Context: an optimization exercise on an open-source flow, tuned for small area, a short achievable clock period and few clock cycles per item. The choices shown serve that exercise and are no tape-out recipe. In this exercise RTL edits were held to simulation tests only and were not proved equivalent to the original. Power and IR drop assume default switching activity.

### flow/config.mk
export PLATFORM = sky130hd
export DESIGN_NAME = longest_prefix_route_lookup
export DESIGN_NICKNAME = longest_prefix_route_lookup
export VERILOG_FILES = /design/flow/design.v
export SDC_FILE = /design/flow/constraint.sdc
export NUM_CORES = 4
export LEC_CHECK = 0
export ABC_CLOCK_PERIOD_IN_PS = 2200
export CAP_MARGIN = 20
export CORE_MARGIN = 2
export CORE_UTILIZATION = 40
export SETUP_SLACK_MARGIN = 2.8
export SLEW_MARGIN = 20
### flow/design.v
package lprl_pkg;
    localparam int ENTRIES = 16;
    localparam int ADDR_W  = 32;
    localparam int INDEX_W = 4;
    localparam int LEN_W   = 6;
    function automatic logic [LEN_W-1:0] lead_ones(input logic [ADDR_W-1:0] m);
        logic [LEN_W-1:0] n;
        n = LEN_W'(ADDR_W);
        for (int i = 0; i < ADDR_W; i++)
        begin
            if (!m[i])
            begin
                n = LEN_W'(ADDR_W - 1 - i);
            end
        end
        lead_ones = n;
    endfunction
endpackage
import lprl_pkg::*;
module lprl_ctrl
(
    input  logic [ENTRIES-1:0] alive_in,
    input  logic [ENTRIES-1:0] b1,
    input  logic [ENTRIES-1:0] b0,
    output logic [ENTRIES-1:0] alive_out,
    output logic [1:0]         best
);
    logic any_hi;
    logic any_11;
    logic any_b0;
    assign any_hi = |(alive_in & b1);
    assign any_11 = |(alive_in & b1 & b0);
    assign any_b0 = |(alive_in & b0);
    assign best[1] = any_hi;
    assign best[0] = any_hi ? any_11 : any_b0;
    always_comb
    begin
        for (int i = 0; i < ENTRIES; i++)
        begin
            alive_out[i] = alive_in[i] && (b1[i] == best[1]) && (b0[i] == best[0]);
        end
    end
endmodule
import lprl_pkg::*;
module lprl_dp
(
    input  logic [ADDR_W-1:0]  addr,
    input  logic [ENTRIES-1:0][ADDR_W-1:0] c1,
    input  logic [ENTRIES-1:0][ADDR_W-1:0] c0,
    input  logic [ENTRIES-1:0] valid,
    output logic [ENTRIES-1:0] match
);
    always_comb
    begin
        for (int i = 0; i < ENTRIES; i++)
        begin
            match[i] = valid[i] && (((c1[i] & ~addr) | (c0[i] & addr)) == '0);
        end
    end
endmodule
import lprl_pkg::*;
module longest_prefix_route_lookup
(
    input  logic               clk,
    input  logic               rst_n,
    input  logic               req_valid,
    output logic               req_ready,
    input  logic               req_func,
    input  logic [INDEX_W-1:0] req_entry_index,
    input  logic               req_entry_valid,
    input  logic [ADDR_W-1:0]  req_entry_prefix,
    input  logic [ADDR_W-1:0]  req_entry_mask,
    input  logic [ADDR_W-1:0]  req_lookup_addr,
    output logic               rsp_valid,
    input  logic               rsp_ready,
    output logic               rsp_hit,
    output logic [INDEX_W-1:0] rsp_best_index,
    output logic [LEN_W-1:0]   rsp_best_length
);
    logic [ENTRIES-1:0][ADDR_W-1:0] c1_mem;
    logic [ENTRIES-1:0][ADDR_W-1:0] c0_mem;
    logic [ENTRIES-1:0]             valid_reg;
    logic [ENTRIES-1:0][1:0]        len54_mem;
    logic [ENTRIES-1:0][1:0]        len32_mem;
    logic [ENTRIES-1:0][1:0]        len10_mem;
    logic               adv;
    logic               acc;
    logic               wr;
    logic               s1_v;
    logic               s1_lk;
    logic [ADDR_W-1:0]  s1_addr;
    logic               s2_v;
    logic [ENTRIES-1:0] s2_alive;
    logic               s3_v;
    logic [ENTRIES-1:0] s3_alive;
    logic [1:0]         s3_len;
    logic               s4_v;
    logic [ENTRIES-1:0] s4_alive;
    logic [3:0]         s4_len;
    logic               s5_v;
    logic [ENTRIES-1:0] s5_alive;
    logic [LEN_W-1:0]   s5_len;
    logic               wa_v;
    logic [INDEX_W-1:0] wa_idx;
    logic [LEN_W-1:0]   wa_len;
    logic               wb_v;
    logic [INDEX_W-1:0] wb_idx;
    logic [3:0]         wb_len;
    logic               wc_v;
    logic [INDEX_W-1:0] wc_idx;
    logic [1:0]         wc_len;
    logic               out_v;
    logic               out_hit;
    logic [INDEX_W-1:0] out_idx;
    logic [LEN_W-1:0]   out_len;
    logic               sk_v;
    logic               sk_hit;
    logic [INDEX_W-1:0] sk_idx;
    logic [LEN_W-1:0]   sk_len;
    assign adv       = !sk_v;
    assign req_ready = adv;
    assign acc       = req_valid && adv;
    assign wr        = acc && (req_func == 1'b0);
    always_ff @(posedge clk)
    begin
        for (int i = 0; i < ENTRIES; i++)
        begin
            if (wr && (req_entry_index == INDEX_W'(i)))
            begin
                c1_mem[i] <= req_entry_prefix & req_entry_mask;
                c0_mem[i] <= ~req_entry_prefix & req_entry_mask;
            end
            if (adv && wa_v && (wa_idx == INDEX_W'(i)))
            begin
                len54_mem[i] <= wa_len[5:4];
            end
            if (adv && wb_v && (wb_idx == INDEX_W'(i)))
            begin
                len32_mem[i] <= wb_len[3:2];
            end
            if (adv && wc_v && (wc_idx == INDEX_W'(i)))
            begin
                len10_mem[i] <= wc_len[1:0];
            end
        end
    end
    always_ff @(posedge clk or negedge rst_n)
    begin
        if (!rst_n)
        begin
            valid_reg <= '0;
        end
        else
        begin
            for (int i = 0; i < ENTRIES; i++)
            begin
                if (wr && (req_entry_index == INDEX_W'(i)))
                begin
                    valid_reg[i] <= req_entry_valid;
                end
            end
        end
    end
    logic [ENTRIES-1:0] match;
    lprl_dp u_dp (
        .addr  (s1_addr),
        .c1    (c1_mem),
        .c0    (c0_mem),
        .valid (valid_reg),
        .match (match)
    );
    logic [ENTRIES-1:0] b54_1, b54_0, b32_1, b32_0, b10_1, b10_0;
    logic [ENTRIES-1:0] alive2, alive3, alive4;
    logic [1:0]         best54, best32, best10;
    always_comb
    begin
        for (int i = 0; i < ENTRIES; i++)
        begin
            b54_1[i] = len54_mem[i][1];
            b54_0[i] = len54_mem[i][0];
            b32_1[i] = len32_mem[i][1];
            b32_0[i] = len32_mem[i][0];
            b10_1[i] = len10_mem[i][1];
            b10_0[i] = len10_mem[i][0];
        end
    end
    lprl_ctrl u_st54 (.alive_in(s2_alive), .b1(b54_1), .b0(b54_0), .alive_out(alive2), .best(best54));
    lprl_ctrl u_st32 (.alive_in(s3_alive), .b1(b32_1), .b0(b32_0), .alive_out(alive3), .best(best32));
    lprl_ctrl u_st10 (.alive_in(s4_alive), .b1(b10_1), .b0(b10_0), .alive_out(alive4), .best(best10));
    logic               enc_hit;
    logic [INDEX_W-1:0] enc_idx;
    always_comb
    begin
        enc_hit = |s5_alive;
        enc_idx = '0;
        for (int i = ENTRIES - 1; i >= 0; i--)
        begin
            if (s5_alive[i])
            begin
                enc_idx = INDEX_W'(i);
            end
        end
    end
    always_ff @(posedge clk)
    begin
        if (adv)
        begin
            s1_lk    <= req_func;
            s1_addr  <= req_lookup_addr;
            s2_alive <= s1_lk ? match : '0;
            s3_alive <= alive2;
            s3_len   <= best54;
            s4_alive <= alive3;
            s4_len   <= {s3_len, best32};
            s5_alive <= alive4;
            s5_len   <= {s4_len, best10};
            wa_idx   <= req_entry_index;
            wa_len   <= lprl_pkg::lead_ones(req_entry_mask);
            wb_idx   <= wa_idx;
            wb_len   <= wa_len[3:0];
            wc_idx   <= wb_idx;
            wc_len   <= wb_len[1:0];
        end
    end
    always_ff @(posedge clk or negedge rst_n)
    begin
        if (!rst_n)
        begin
            s1_v <= 1'b0;
            s2_v <= 1'b0;
            s3_v <= 1'b0;
            s4_v <= 1'b0;
            s5_v <= 1'b0;
            wa_v <= 1'b0;
            wb_v <= 1'b0;
            wc_v <= 1'b0;
        end
        else if (adv)
        begin
            s1_v <= acc;
            s2_v <= s1_v;
            s3_v <= s2_v;
            s4_v <= s3_v;
            s5_v <= s4_v;
            wa_v <= wr;
            wb_v <= wa_v;
            wc_v <= wb_v;
        end
    end
    logic pop;
    logic push;
    assign pop  = out_v && rsp_ready;
    assign push = adv && s5_v;
    always_ff @(posedge clk or negedge rst_n)
    begin
        if (!rst_n)
        begin
            out_v <= 1'b0;
            sk_v  <= 1'b0;
        end
        else
        begin
            out_v <= sk_v || push || (out_v && !rsp_ready);
            sk_v  <= (sk_v || push) && out_v && !rsp_ready;
        end
    end
    always_ff @(posedge clk)
    begin
        if (!out_v || rsp_ready)
        begin
            if (sk_v)
            begin
                out_hit <= sk_hit;
                out_idx <= sk_idx;
                out_len <= sk_len;
            end
            else
            begin
                out_hit <= enc_hit;
                out_idx <= enc_idx;
                out_len <= s5_len;
            end
        end
        if (!sk_v)
        begin
            sk_hit <= enc_hit;
            sk_idx <= enc_idx;
            sk_len <= s5_len;
        end
    end
    assign rsp_valid       = out_v;
    assign rsp_hit         = out_hit;
    assign rsp_best_index  = out_idx;
    assign rsp_best_length = out_len;
endmodule
### flow/run.sh
#!/bin/bash
# synth_recipe.tcl (not shown) runs the flow's synth.tcl, then flattens the netlist and writes it again
# the make line also repeats each setting of config.mk as NAME=value (left out here)
make -C /OpenROAD-flow-scripts/flow DESIGN_CONFIG=/design/flow/config.mk WORK_HOME=/design/flow/orfs CLKGATE_MAP_FILE= SYNTH_SCRIPT=/design/flow/synth_recipe.tcl finish
### flow/constraint.sdc
create_clock -name core_clock -period 5.0 [get_ports {clk}]
set_input_delay 1.0000 -clock core_clock [delete_from_list [all_inputs] [get_ports {clk}]]
set_output_delay 1.0000 -clock core_clock [all_outputs]
set_load 0.01 [all_outputs]
==> impl_metrics.toml, run 1 <==
[synth]
synth-simple-area-share_pct = 5.740
synth_compound_area_share_pct = 5.206
synth_fa_ha_area_share_pct = 0
synth_warnings = 3
synth_top_family_by_area = "multiplexers"
synth.mux.area_fraction_pct = 7.851
syn-mean-instance-area_sq_um = 18.46
async_flop_share_pct = 1.998
synth-xor-area-share_pct = 0.1804
synth.cell_area_sq_um = 48550
syn_nets = 2736
ys.flop_type = "edfxtp_1"
ys_types = 62
seq_area_frac_synth_pct = 79.98
synth_edf_count = 1264
synthCells = 2630
ys_seq_elements = 1301

[pwr]
p_int_mw = 20.77
p_clk_share_pct = 33.0
power_density_nw_per_um2 = 454.3
switching_share_pct = 29.40
seqPwrFrac_pct = 46.3
p_leak_nw = 23.01
comb_power_share_pct = 20.8
ir_drop_v = 0.0003503
p_sw_mw = 8.648

[worst_setup_path]
start_kind = "register"
r2r_end = "valid_reg[5]"
path_class = "register to register"
crit_arrival_ns = 3.28
timing.rr.start = "sk_v"
r2r_setup_slack_ns = 2.37
required_ns = 5.65
rr_worst_depth = 10
critical_path.max_fanout = 13
end_kind = "register"

[route]
ant_nets = 0
vias = 32400
drt_pass1_iterations = 11
wirelength_mm = 189.3
drt_iter0_markers = 5801
wl_per_cell_um = 37.01
drc = 0
vias_per_cell = 6.334

[timing]
drv_slew = 0
fin_worst_skew_ns = 0.04308
setup_viol = 0
max_freq_mhz = 380.0
fin_tns_setup_ns = 0
grt_setup_unrepaired = "true"
hold_viol = 0
min_period_ns = 2.631
timing.final.crit_share_pct = 52.62
worstMarginPinSlew_ns = 1.223
relSlewSlack_pct = 18.27

[cells_and_area]
final_core_util_pct = 53.90
regArea_sq_um = 38830
layout-drive-gt1-share_pct = 29.29
reg_top3 = "c0_mem: 512 flops, c1_mem: 512 flops"
final_nets = 3492
n_fill_cell = 9226
syn_to_final_growth_pct = 33.38
multi_input_comb_area_sq_um = 10260

[die]
core_sq_um = 120100
dieArea_sq_um = 124200
die_h_um = 352.4
die_width_um = 352.4
boundaryPins = 119
rows = 127
start_util_pct = 40.41

[clocking]
path_clk_slew_ns = 0.06
holdBufCountCts = 0
cts_root_buffer = "clkbuf_16"
cts_num_sinks = 1301
cts_tree = "built"
clkLatencyLatePin_ns = 0.78
cts_buffers = 133
clk_path_buf_depth = 3
htreeDepth = 4

[placement]
port_buffers = 118
gp_routability_congestion = 0.9423
hpwl_mm = 103.6

[min_path]
holdPathStages = 0
whs_endpoint = "s5_len[4]"
hp-class = "register to register"
hold_start = "s4_len[2]"

[job]
drv_cap = 0

[run_status]
outcome = "complete, no violations"

[grt]
grt_pass1_wl_mm = 247.6
grt_max_degree = 55
antenna_found_initial = 27
grt_pass1_vias = 30181
grt.overflow.total = 0
gr-usage-all-layers_pct = 29.24
## critical path, stage by stage (launching register included)
cell and delay, ns:
dfrtp_2 0.42, buf_4 0.16, buf_12 0.15, or3b_4 0.44, buf_6 0.15, nor2_4 0.16
nand2_8 0.11, nor2_4 0.31, buf_8 0.20, buf_4 0.13, mux2_4 0.29
## power by group through the flow
stage               combinational (mW)  clock (mW)  sequential, mW
floorplan                         2.26           0            13.5
CTS                               5.31        9.69            13.6
global placement                  4.13           0            14.0
global route                      6.13        10.1            13.7
detailed placement                4.17           0            14.0
finish                            6.10        9.70            13.6
## worst max-delay path by stage
stage | from | end | cells after the start
after floorplan | req_func | valid_reg[0] | 4
after global placement | req_valid | c1_mem[386] | 5
after detailed placement | req_valid | c0_mem[391] | 5
after CTS | sk_v | req_ready | 3
after global routing | sk_v | valid_reg[5] | 10
final | sk_v | valid_reg[5] | 10
## layout by cell type (no fill, tap or decap), types with 43 or more instances in the layout
cell type | netlist | routed
buf_16 | 0 | 62
clkbuf_16 | 0 | 159
nand3_1 | 60 | 58
nor2_1 | 95 | 69
mux2i_1 | 326 | 317
nand2_1 | 74 | 68
clkdlybuf4s50_1 | 0 | 95
a22oi_1 | 79 | 64
buf_4 | 1 | 271
nand4_1 | 129 | 129
buf_12 | 0 | 93
a22o_1 | 46 | 46
buf_6 | 1 | 67
edfxtp_1 | 1264 | 1264
a221oi_1 | 55 | 43
## synth_stat cells, types with 2 or more instances
| master | number | area share, % |
|---|---|---|
| edfxtp_1 | 1264 | 78 |
| mux2i_1 | 326 | 6.7 |
| nand4_1 | 129 | 1.7 |
| nor2_1 | 95 | 0.73 |
| a22oi_1 | 79 | 1.2 |
| nand2_1 | 74 | 0.57 |
| nand3_1 | 60 | 0.62 |
| a221oi_1 | 55 | 0.99 |
| inv_1 | 51 | 0.39 |
| a22o_1 | 46 | 0.83 |
| mux2_2 | 43 | 1.0 |
| clkbuf_1 | 42 | 0.32 |
| and2_1 | 39 | 0.50 |
| nor2b_1 | 32 | 0.41 |
| o221a_2 | 29 | 0.67 |
| nor3_1 | 28 | 0.29 |
| dfrtp_1 | 26 | 1.3 |
| buf_1 | 23 | 0.18 |
| nor4_1 | 17 | 0.22 |
| a21oi_1 | 16 | 0.16 |
| a222oi_1 | 11 | 0.23 |
| dfxtp_1 | 11 | 0.45 |
| nand2b_1 | 11 | 0.14 |
| o211a_1 | 11 | 0.23 |
| o21ai_0 | 10 | 0.10 |
| xnor2_1 | 10 | 0.18 |
| a2111oi_0 | 9 | 0.16 |
| buf_2 | 9 | 0.093 |
| o221a_1 | 9 | 0.21 |
| and3_1 | 7 | 0.090 |
| or3_1 | 7 | 0.090 |
| and4_1 | 6 | 0.11 |
| a211oi_1 | 4 | 0.062 |
| a221o_1 | 4 | 0.082 |
| or4_1 | 3 | 0.046 |
| a21boi_0 | 2 | 0.031 |
| a31oi_1 | 2 | 0.026 |
| inv_2 | 2 | 0.015 |
| mux2_4 | 2 | 0.062 |
| nor4_4 | 2 | 0.088 |
| o2111ai_1 | 2 | 0.036 |
| o31ai_1 | 2 | 0.031 |
## cells by family after synthesis
kind of cell,Yosys count
AND/OR/NAND/NOR,519
buffers and inverters,129
AO/OA/AOI/OAI,298
multiplexers,373
XOR/XNOR,10
flip-flops,1301
## through the flow
stage	hold slack (ns)	setup WS (ns)	cells	power (mW)	area, sq um
3_5_place_dp	0.4066	1.212	4419	18.15	52860
3_3_place_gp	0.4031	1.267	4418	18.10	52840
6_report	0.4183	2.369	5115	29.41	64750
2_1_floorplan	0.4003	1.048	2630	15.79	48720
5_1_grt	0.4228	2.335	5105	29.95	64720
4_1_cts	0.4201	2.380	4957	28.60	62380
## final cells by class
cell class	instances	share of cell area (%)
flip-flops and latches	1301	59.97
clock buffers	178	5.527
inverters	53	0.4386
repair inverters	1	0.007729
clock inverters	64	0.9237
diodes	10	0.03865
repair buffers	687	14.13
well taps	1612	3.115
multi-input cells	1209	15.85
## metal layers
layer  global-route usage (%)  vias to the layer above  part of all wire, %
li1                         -                    12325                    -
met2                    44.29                     3133                   44
met1                    37.02                    16234                   33
met5                        0                        -                0.032
met3                    9.030                      698                   15
met4                    17.44                       10                  7.2
## what timing repair did
item,4_1_cts,5_1_grt
gates resized for setup,384,138
setup buffers,221,116
cloned,75,32
endpoints found under the setup margin,1237,1045
pin swaps,49,58
Testbench counts, summed over its fixed seeds: cycles 2,576, items 2,528.
==> run 2: changes to the inputs <==
--- a/flow/config.mk
+++ b/flow/config.mk
@@ -7,3 +7,2 @@
 export LEC_CHECK = 0
-export ABC_CLOCK_PERIOD_IN_PS = 2200
 export CAP_MARGIN = 20
@@ -11,3 +10,2 @@
 export CORE_UTILIZATION = 40
-export SETUP_SLACK_MARGIN = 2.8
 export SLEW_MARGIN = 20
==> impl_metrics.toml, run 2 <==
[run_status]
outcome = "complete, no violations"

[worst_setup_path]
worst-path-stages = 3
cpLargestDelayFamily = "buffers and inverters"
path_class = "register to output port"
timing.critical_path.cells = "buf_4 -> inv_6 -> clkdlybuf4s50_1"
crit_arrival_ns = 2.70
required_ns = 4.00
path_buf_inv = 3
slowest_delay_ns = 0.66
crit_slowest_cell = "clkdlybuf4s50_1"
end_kind = "output port"
start_kind = "register"
rr_worst_depth = 7
critical_path.max_fanout = 61
r2r_setup_slack_ns = 1.62

[job]
drv_cap = 0

[route]
drc = 0
wirelength_mm = 172.3
vias = 29238
drt_iter0_markers = 5679
ant_nets = 0
drt_pass1_iterations = 6
wl_per_cell_um = 36.85
vias_per_cell = 6.251

[grt]
grt.overflow.total = 0
grt_max_degree = 66
gr-usage-all-layers_pct = 27.36
grt_pass1_vias = 27413
grt_pass1_wl_mm = 230.3
antenna_found_initial = 24

[synth]
seq_area_frac_synth_pct = 79.98
async_flop_share_pct = 1.998
syn_nets = 2736
ys_top_cells_by_count = "edfxtp_1, mux2i_1, nand4_1, nor2_1, a22oi_1"
synth_edf_count = 1264
synth_top_area_share_pct = 78.19
synth.cell_area_sq_um = 48550
synth_top_area_cell = "edfxtp_1"
ys_seq_elements = 1301
synthCells = 2630
ys.flop_type = "edfxtp_1"
syn-mean-instance-area_sq_um = 18.46
synth_most_common_cell = "edfxtp_1"
ys_top_cells_by_area = "edfxtp_1, mux2i_1, nand4_1"
ys_types = 62
synth_warnings = 3

[timing]
setup_ws_ns = 1.300
drv_slew = 0
relSlewSlack_pct = 16.46
fin_worst_skew_ns = 0.04318
worst_hold_slack_ns = 0.3737
timing.final.crit_share_pct = 73.99
hold_viol = 0
fin_tns_setup_ns = 0
setup_viol = 0
worstMarginPinSlew_ns = 1.253
min_period_ns = 3.700
max_freq_mhz = 270.3
grt_setup_unrepaired = "false"

[clocking]
clk_path_buf_depth = 3
clkLatencyLatePin_ns = 0.77
cts-resized-gates = 0
cts_buffers = 137
cts_tree = "built"
holdBufCountCts = 0
cts_num_sinks = 1301
cts_root_buffer = "clkbuf_16"
htreeDepth = 4
path_clk_slew_ns = 0.07
cts_setup_buffers = 0

[min_path]
hp-class = "primary input to async pin"

[pwr]
p_leak_nw = 19.66
p_clk_share_pct = 36.0
seqPwrFrac_pct = 48.9
comb_power_share_pct = 15.1
switching_share_pct = 28.72
power_density_nw_per_um2 = 492.3
p_sw_mw = 8.117
p_int_mw = 20.14
ir_drop_v = 0.0003677

[cells_and_area]
syn_to_final_growth_pct = 18.22
layout-drive-gt1-share_pct = 15.53
reg_top3 = "c0_mem: 512 flops, c1_mem: 512 flops"
final_common_cell = "edfxtp_1"
mostFrequentLayoutCells = "edfxtp_1, mux2i_1, clkbuf_16"
design_area_sq_um = 57390
final_nets = 3052
final_core_util_pct = 47.78

[die]
dieArea_sq_um = 124200
core_sq_um = 120100
boundaryPins = 119
die_h_um = 352.4
rows = 127
start_util_pct = 40.41
die_width_um = 352.4

[placement]
placed_area_sq_um = 52880
gp_routability_congestion = 0.9217
hpwl_mm = 105.0
dp_slack_ns = 1.062
port_buffers = 118
==> run 2: worst register-to-register path: stages, from the launching register on <==
cell      delay (ns)
edfxtp_1        1.10
buf_4           0.33
buf_4           0.29
mux2i_1         0.22
nand4_1         0.11
nor2_1          0.53
nand4b_1        0.25
nor4_1          0.35
==> run 2: area by class of cell <==
cell class	count	area, sq um
fill	10069	62740
sequential	1301	38830
multi-input combinational	1200	9448
clock buffer	171	3660
timing repair buffer	253	2385
tap	1612	2017
clock inverter	81	838.3
inverter	53	203.9
antenna	6	15.01
==> run 2: cell families (layout without fill, tap and decap cells) <==
kind of cell | count (synthesis) | in the layout | synth area share [%]
muxes | 373 | 373 | 7.851
buffers and inverters | 129 | 558 | 1.044
DFF | 1301 | 1301 | 79.98
other | 0 | 6 | 0
and+or+nand+nor | 519 | 519 | 5.740
xor gates and xnor gates | 10 | 10 | 0.1804
AOI/OAI and AO/OA | 298 | 298 | 5.206
==> run 2: final timing paths <==
kind                             startpoint           end
worst max-delay path                   sk_v     req_ready
worst min-delay path                  rst_n          wb_v
worst max register to register  s1_addr[14]  s2_alive[10]
worst min register to register    s4_len[1]     s5_len[3]
max in group asynchronous             rst_n  valid_reg[5]
min in group core_clock           s4_len[1]     s5_len[3]
==> run 2: per-layer routing <==
metal / global-route usage (%) / vias to the layer above / wire length, um
li1: - / 11389 / -
met1: 37.74 / 14986 / 64070
met2: 41.88 / 2479 / 77520
met3: 6.825 / 382 / 23520
met4: 10.46 / 2 / 7217
met5: 0 / - / 8
==> run 2: power by group through the flow <==
stage / combinational, mW / clock (mW) / sequential, mW
5_1_grt: 4.36 / 10.6 / 13.9
6_report: 4.27 / 10.2 / 13.8
4_1_cts: 4.18 / 10.2 / 13.8
2_1_floorplan: 2.24 / 0 / 13.5
3_3_place_gp: 4.15 / 0 / 14.0
3_5_place_dp: 4.17 / 0 / 14.0
==> run 2: through the flow <==
step,cells,power (mW)
floorplan,2630,15.79
global placement,4418,18.15
detailed placement,4419,18.20
CTS,4671,28.20
global route,4671,28.87
finish,4677,28.26

## static timing again, ports no longer ideal
The flow's constraints put no driver on any port. The routed layouts listed below were extracted and timed again, unchanged, in two steps.
Step 1: set_driving_cell puts a clkbuf_16 on clk and a buf_2 on each other input, an assumption about the parent block.
Step 2 times the ports against the registers' clock, not the clock port: input delays grow and output delays shrink by t, the midpoint of the rising clock arrivals with the driver on.
Slacks: ideal / step 1 / step 2; pairs: ideal / step 1.
| run | t, ns | setup WS [ns] | hold slack, ns | worst data-port slew with drivers (ns) |
|---|---|---|---|---|
| run 1 | 0.831 | 2.369 / 2.339 / 1.756 | 0.418 / 0.383 / 0.418 | 0.10 |
| run 2 | 0.816 | 1.300 / 1.230 / 0.970 | 0.374 / 0.328 / 0.419 | 0.12 |
After both steps every run listed still meets setup and hold. The setup slack of run 1, which loses most, moves by -0.030 ns with the drivers and by -0.613 ns with both steps.
